Background: an optimization exercise with open tools, aiming at small area, a short achievable clock period and few clock cycles per item. Do not read the settings as production practice. At most, simulation tests tie the RTL to the original design; equivalence was not proved.

rev 12:
## touch_position_calibrate_smooth_unit
module touch_position_calibrate_smooth_unit #(
    parameter int PLATE_WIDTH  = tpcs_pkg::PLATE_WIDTH_DEF,
    parameter int PLATE_HEIGHT = tpcs_pkg::PLATE_HEIGHT_DEF
) (
    input  logic                                i_clk,
    input  logic                                i_rst_n,
    input  logic                                i_valid,
    output logic                                     o_stall,
    input  logic [tpcs_pkg::RAW_W-1:0]          i_raw_x,
    input  logic [tpcs_pkg::RAW_W-1:0]          i_raw_y,
    input  logic [tpcs_pkg::PRESS_W-1:0]        i_pressure,
    output logic                                     o_valid,
    input  logic                                i_stall,
    output logic                                     o_valid_res,
    output logic signed [tpcs_pkg::POS_W-1:0]        o_pos_x,
    output logic signed [tpcs_pkg::POS_W-1:0]        o_pos_y,
    input  logic                                i_cfg_we,
    input  logic [tpcs_pkg::CFG_IDX_W-1:0]      i_cfg_idx,
    input  logic [tpcs_pkg::CFG_DATA_W-1:0]     i_cfg_data
);
export LEC_CHECK = 0
export CAP_MARGIN = 20
export CORE_MARGIN = 2
export CORE_UTILIZATION = 55
export SLEW_MARGIN = 20
export SYNTH_HIERARCHICAL = 1
create_clock -name core_clock -period 13.0 [get_ports {i_clk}]
run.sh (not shown) runs the stock make flow with config.mk's settings and CLKGATE_MAP_FILE= SYNTH_SCRIPT=/design/flow/synth_recipe.tcl, a recipe that flattens the netlist after the stock synthesis.
In summary, rev 12 completed successfully, with a layout that passed the timing, design-rule and antenna checks.
Changes in rev 13 relative to rev 12:
diff --git a/flow/design.v b/flow/design.v
--- a/flow/design.v
+++ b/flow/design.v
@@ -95,19 +95,19 @@
     always_ff @(posedge i_clk) begin
         r_dneg_x  <= den_x[10];
         r_dneg_y  <= den_y[10];
         r_dzero_x <= (den_x == '0);
         r_dzero_y <= (den_y == '0);
         r_w       <= (r_alpha > tpcs_pkg::ALPHA_ONE) ? tpcs_pkg::ALPHA_ONE : r_alpha;
         r_v       <= (r_alpha > tpcs_pkg::ALPHA_ONE) ? 9'd0 : tpcs_pkg::ALPHA_ONE - r_alpha;
     end
     logic        r_kst_x, r_kst_y;
-    logic [32:0] k_x, k_y;
+    logic [30:0] k_x, k_y;
     logic [3:0]  ks_x, ks_y;
     logic        kwait_x, kwait_y;
     always_ff @(posedge i_clk) begin
         r_kst_x <= !i_rst_n || (i_cfg_we && (i_cfg_idx == tpcs_pkg::CFG_RAW_X_MIN ||
                                               i_cfg_idx == tpcs_pkg::CFG_RAW_X_MAX));
         r_kst_y <= !i_rst_n || (i_cfg_we && (i_cfg_idx == tpcs_pkg::CFG_RAW_Y_MIN ||
                                               i_cfg_idx == tpcs_pkg::CFG_RAW_Y_MAX));
     end
     tpcs_recip u_kx (
@@ -127,22 +127,22 @@
         .o_wait (kwait_y)
     );
     logic r_out_valid;
     logic r_out_touch;
     logic adv;
     assign adv = !(r_out_valid && i_stall);
     logic [10:0] num_x, num_y;
     logic [9:0]  in_nx, in_ny;
     logic        in_sx, in_sy;
-    assign num_x = r_invert[0] ? ({1'b0, r_x_max} - {1'b0, i_raw_x})
-                               : ({1'b0, i_raw_x} - {1'b0, r_x_min});
-    assign num_y = r_invert[1] ? ({1'b0, r_y_max} - {1'b0, i_raw_y})
-                               : ({1'b0, i_raw_y} - {1'b0, r_y_min});
+    assign num_x = (r_invert[0] ? {1'b0, r_x_max} : {1'b0, i_raw_x})
+                 - (r_invert[0] ? {1'b0, i_raw_x} : {1'b0, r_x_min});
+    assign num_y = (r_invert[1] ? {1'b0, r_y_max} : {1'b0, i_raw_y})
+                 - (r_invert[1] ? {1'b0, i_raw_y} : {1'b0, r_y_min});
     assign in_sx = num_x[10];
     assign in_sy = num_y[10];
     assign in_nx = num_x[10] ? 10'(-num_x) : num_x[9:0];
     assign in_ny = num_y[10] ? 10'(-num_y) : num_y[9:0];
     logic        r_skid_valid;
     logic [9:0]  r_skid_nx, r_skid_ny;
     logic        r_skid_sx, r_skid_sy;
     logic        r_skid_touch;
     logic        r_s0_valid;
@@ -278,28 +278,29 @@
     assign o_valid     = r_out_valid;
     assign o_valid_res = r_out_touch;
     assign o_pos_x     = r_out_touch ? pos_of(sp_x) : '0;
     assign o_pos_y     = r_out_touch ? pos_of(sp_y) : '0;
 endmodule
 module tpcs_recip (
     input  logic        i_clk,
     input  logic        i_start,
     input  logic [9:0]  i_dmag,
-    output logic [32:0] o_k,
+    output logic [30:0] o_k,
     output logic [3:0]  o_s,
     output logic        o_wait
 );
     logic [3:0]  lz;
     logic [9:0]  dn;
     logic [9:0]  r_dn;
+    logic        r_p2;
     logic [3:0]  r_s;
     logic [9:0]  r_rem;
-    logic [33:0] r_q;
+    logic [31:0] r_q;
     logic [4:0]  r_cnt;
     always_comb begin
         lz = 4'd9;
         for (int i = 0; i < 10; i++) begin
             if (i_dmag[i]) lz = 4'(9 - i);
         end
     end
     assign dn = i_dmag << lz;
     logic [9:0] rem1, rem2;
@@ -314,38 +315,39 @@
         end else begin
             kstep = {1'b1, x[9:0]};
         end
     endfunction
     assign {q1, rem1} = kstep(r_rem, r_dn);
     assign {q2, rem2} = kstep(rem1, r_dn);
     always_ff @(posedge i_clk) begin
         if (i_start) begin
             r_dn  <= dn;
+            r_p2  <= (dn == 10'd512);
             r_s   <= lz;
-            r_rem <= 10'd256;
-            r_cnt <= 5'd17;
+            r_rem <= 10'(11'd1024 - {1'b0, dn});
+            r_cnt <= 5'd16;
         end else if (r_cnt != '0) begin
             r_rem <= rem2;
-            r_q   <= {r_q[31:0], q1, q2};
+            r_q   <= {r_q[29:0], q1 || r_p2, q2 || r_p2};
             r_cnt <= r_cnt - 5'd1;
         end
     end
-    assign o_k    = r_q[33:1];
+    assign o_k    = r_q[31:1];
     assign o_s    = r_s;
     assign o_wait = i_start || (r_cnt > 5'd1);
 endmodule
 module tpcs_axis (
     input  logic                     i_clk,
     input  logic                     i_en,
     input  logic                     i_upd,
     input  logic [9:0]               i_n,
     input  logic                     i_nneg,
-    input  logic [32:0]              i_k,
+    input  logic [30:0]              i_k,
     input  logic [3:0]               i_ks,
     input  logic                     i_dneg,
     input  logic                     i_dzero,
     input  logic [8:0]               i_w,
     input  logic [8:0]               i_v,
     output logic signed [24:0]       o_sp
 );
     logic [30:0] yh;
     logic [30:0] r_yh;
@@ -398,30 +400,30 @@
     always_ff @(posedge i_clk) begin
         if (i_upd) begin
             r_sp <= sp;
         end
     end
     assign o_sp = r_sp;
 endmodule
 module tpcs_kmul (
     input  logic [9:0]  i_n,
-    input  logic [32:0] i_k,
+    input  logic [30:0] i_k,
     output logic [30:0] o_yh
 );
     logic [41:0] row [0:9];
     logic [41:0] y;
     for (genvar i = 0; i < 10; i++) begin : g_row
-        logic [32:0] pp;
-        assign pp     = {33{i_n[i]}} & i_k;
+        logic [30:0] pp;
+        assign pp     = {31{i_n[i]}} & i_k;
         assign row[i] = 42'(pp) << i;
     end
     assign y = row[0] + row[1] + row[2] + row[3] + row[4] + row[5] + row[6]
-             + row[7] + row[8] + row[9] + 42'(i_n);
+             + row[7] + row[8] + row[9] + {1'b0, i_n, 31'd0} + 42'(i_n);
     assign o_yh = y[41:11];
 endmodule
 module tpcs_round (
     input  logic [30:0] i_yh,
     input  logic [3:0]  i_ks,
     input  logic        i_sgn,
     input  logic        i_dzero,
     output logic [24:0] o_mp
 );
## What came out
Rev 12 → rev 13: count of cells resized by post-cts repair was more or less identical.
After detailed routing, rev 12 needs more wire than rev 13.
Between rev 12 and rev 13, the clock latency on the worst-skew pair figures differ only marginally.
Taking rev 12 as the reference, in rev 13 netlist area before placement picked up an extra 0.45%, largest incremental delay on the critical path lost 0.03 ns.
Summary of rev 13 over rev 12: global placement routability congestion lost 0.021; initial antenna violation count lost 5; port buffer count neither gained nor lost much.
Testbench counts of rev 13, summed over its fixed seeds: cycles 1,744, items 1,600.
Only the layout flow was run in rev 12; the RTL was not checked for function there.

* * *

== north ==
touch_position_calibrate_smooth_unit, a different RTL version from the one above (not shown whole).
For scale: ~600 flip-flops.
==> flow/config.mk <==
export PLATFORM = sky130hd
export DESIGN_NAME = touch_position_calibrate_smooth_unit
export DESIGN_NICKNAME = touch_position_calibrate_smooth_unit
export VERILOG_FILES = /design/flow/design.v
export SDC_FILE = /design/flow/constraint.sdc
export NUM_CORES = 4
export LEC_CHECK = 0
export CAP_MARGIN = 20
export CORE_MARGIN = 2
export CORE_UTILIZATION = 55
export SLEW_MARGIN = 20
export SYNTH_HIERARCHICAL = 1
==> flow/constraint.sdc <==
create_clock -name core_clock -period 13.0 [get_ports {i_clk}]
set_input_delay 2.6000 -clock core_clock [delete_from_list [all_inputs] [get_ports {i_clk}]]
set_output_delay 2.6000 -clock core_clock [all_outputs]
set_load 0.01 [all_outputs]
standard.sh (not shown) runs the stock make flow with config.mk's settings and CLKGATE_MAP_FILE= SYNTH_SCRIPT=/design/flow/synth_recipe.tcl, a recipe that flattens the netlist after the stock synthesis.
==> flow/flow/run.sh <==
#!/bin/bash
set -euo pipefail
MARGIN=${MARGIN:-7.8}
sed "s|CLKGATE_MAP_FILE= |CLKGATE_MAP_FILE= SETUP_SLACK_MARGIN=${MARGIN} |" standard.sh > margin_standard.sh
grep -q "SETUP_SLACK_MARGIN=${MARGIN}" margin_standard.sh
bash margin_standard.sh > make.log 2>&1
north: all stages complete, timing, DRC and antenna checks passed
Testbench counts of north, summed over its fixed seeds: cycles 1,752, items 1,600.
Relative to north, the following input files were edited for south:
--- a/flow/design.v
+++ b/flow/design.v
@@ -226,63 +226,57 @@
     logic        venc_load;
     assign last_touch = r_pv[NP] && r_pt[NP];
     always_ff @(posedge i_clk) begin
         if (!i_rst_n) begin
             r_primed <= 1'b0;
         end else if (adv && last_touch) begin
             r_primed <= 1'b1;
         end
     end
     assign seed_next = !(r_primed || last_touch ||
                          (adv ? (r_pv[NP-1] && r_pt[NP-1]) : last_touch));
     assign wenc_next = booth_enc(seed_next ? tpcs_pkg::ALPHA_ONE : r_w);
-    logic [14:0] r_wenc;
-    logic [14:0] r_venc;
-    always_ff @(posedge i_clk) begin
-        r_wenc <= wenc_next;
-        if (venc_load) begin
-            r_venc <= venc_next;
-        end
-    end
     assign venc_next = i_rst_n ? booth_enc(r_v) : '0;
     assign venc_load = !i_rst_n || r_primed || (adv && last_touch);
     logic signed [SP_W-1:0] sp_x, sp_y;
     tpcs_axis u_x (
         .i_clk  (i_clk),
         .i_en   (adv),
         .i_upd  (adv && last_touch),
         .i_n    (r_s0_nx),
         .i_nneg (r_s0_sx),
         .i_k    (k_x),
         .i_k3   (k3_x),
         .i_ks   (ks_x),
         .i_dneg (r_dneg_x),
         .i_dzero(r_dzero_x),
-        .i_wenc (r_wenc),
-        .i_venc (r_venc),
+        .i_wenc (wenc_next),
+        .i_venc (venc_next),
+        .i_vload(venc_load),
         .o_sp   (sp_x)
     );
     tpcs_axis u_y (
         .i_clk  (i_clk),
         .i_en   (adv),
         .i_upd  (adv && last_touch),
         .i_n    (r_s0_ny),
         .i_nneg (r_s0_sy),
         .i_k    (k_y),
         .i_k3   (k3_y),
         .i_ks   (ks_y),
         .i_dneg (r_dneg_y),
         .i_dzero(r_dzero_y),
-        .i_wenc (r_wenc),
-        .i_venc (r_venc),
+        .i_wenc (wenc_next),
+        .i_venc (venc_next),
+        .i_vload(venc_load),
         .o_sp   (sp_y)
     );
     always_ff @(posedge i_clk) begin
         if (!i_rst_n) begin
             r_out_valid <= 1'b0;
         end else if (adv) begin
             r_out_valid <= r_pv[NP];
         end
     end
     always_ff @(posedge i_clk) begin
         if (adv) begin
             r_out_touch <= r_pt[NP];
@@ -376,24 +370,25 @@
     input  logic                     i_clk,
     input  logic                     i_en,
     input  logic                     i_upd,
     input  logic [9:0]               i_n,
     input  logic                     i_nneg,
     input  logic [30:0]              i_k,
     input  logic [32:0]              i_k3,
     input  logic [3:0]               i_ks,
     input  logic                     i_dneg,
     input  logic                     i_dzero,
     input  logic [14:0]              i_wenc,
     input  logic [14:0]              i_venc,
+    input  logic                     i_vload,
     output logic signed [24:0]       o_sp
 );
     logic [30:0] yh;
     logic [30:0] r_yh;
     logic        r_sgn;
     tpcs_kmul u_kmul (
         .i_n (i_n),
         .i_k (i_k),
         .i_k3(i_k3),
         .o_yh(yh)
     );
     always_ff @(posedge i_clk) begin
@@ -407,40 +402,48 @@
     tpcs_round u_round (
         .i_yh   (r_yh),
         .i_ks   (i_ks),
         .i_sgn  (r_sgn),
         .i_dzero(i_dzero),
         .o_mp   (mp)
     );
     always_ff @(posedge i_clk) begin
         if (i_en) begin
             r_mp <= mp;
         end
     end
+    logic [14:0] r_wenc;
+    logic [14:0] r_venc;
+    always_ff @(posedge i_clk) begin
+        r_wenc <= i_wenc;
+        if (i_vload) begin
+            r_venc <= i_venc;
+        end
+    end
     logic [32:0] pw;
     logic [32:0] r_pw;
     tpcs_wmul u_wmul (
-        .i_wenc(i_wenc),
+        .i_wenc(r_wenc),
         .i_x (r_mp),
         .o_p (pw)
     );
     always_ff @(posedge i_clk) begin
         if (i_en) begin
             r_pw <= pw;
         end
     end
     logic [24:0] sp;
     logic [24:0] r_sp;
     tpcs_blend u_blend (
-        .i_venc(i_venc),
+        .i_venc(r_venc),
         .i_s (r_sp),
         .i_pw(r_pw),
         .o_s (sp)
     );
     always_ff @(posedge i_clk) begin
         if (i_upd) begin
             r_sp <= sp;
         end
     end
     assign o_sp = r_sp;
 endmodule
 module tpcs_kmul (
Findings:
south closes out successfully: all stages finished, all timing, DRC and antenna checks passed. Mean instance size in the synthesized netlist: south vs north up 0.088 µm². Going from north to south, final critical path time including I/O delays and setup shrinks by 0.088 ns. On post-placement setup slack: south sits above north. south ended with less critical path depth than north. south: total number of clock tree sinks 5.4% above north. Compared with north, south shows post-route worst setup slack higher by 0.088 ns. north and south ended up with nearly the same total global routing track utilization. Taking north as the reference point, the die area of south rises by 0.84%. Summary: with north as the reference, fmax in south moved up slightly. The number of global-route vias before repair of south exceeds that of north by 396. Compared to north, the router laid down less metal wire for south. north and south ended up with nearly the same post-synthesis instance total.
Testbench counts of south, summed over its fixed seeds: cycles 1,752, items 1,600.

## afterwards: timing with drivers on the ports
No port has a modelled driver above. Below, the same layouts with a new extraction and two added sets of constraints. Step 1 (the two cells are an assumption about what drives the block):
set clk [get_ports {i_clk}]
set_driving_cell -lib_cell sky130_fd_sc_hd__clkbuf_16 $clk
set_driving_cell -lib_cell sky130_fd_sc_hd__buf_2 [delete_from_list [all_inputs] $clk]
Step 2 adds t to the input delays and takes it off the output delays; t is the mean of the earliest and latest rising clock arrival at the registers after step 1. Input paths then give back, and output paths get back, about the clock's delay inside the block. a / b / c = no drivers / after step 1 / after step 2; a / b = the first two.
| run | t (ns) | slack for setup (ns) | worst hold slack (ns) | worst register clock-pin slew, ns |
|---|---|---|---|---|
| rev 12 | 0.739 | 6.707 / 6.707 / 6.707 | 0.408 / 0.408 / 0.408 | 0.07 / 0.07 |
| rev 13 | 0.742 | 6.699 / 6.699 / 6.699 | 0.407 / 0.407 / 0.407 | 0.07 / 0.07 |
| north | 0.740 | 7.640 / 7.640 / 7.161 | 0.426 / 0.426 / 0.426 | 0.07 / 0.07 |
| south | 0.764 | 7.728 / 7.728 / 7.166 | 0.427 / 0.427 / 0.427 | 0.07 / 0.07 |
After both steps setup and hold are still met in every run listed. The setup slack of south, which loses most, moves by 0.000 ns with the drivers and by -0.562 ns with both steps.
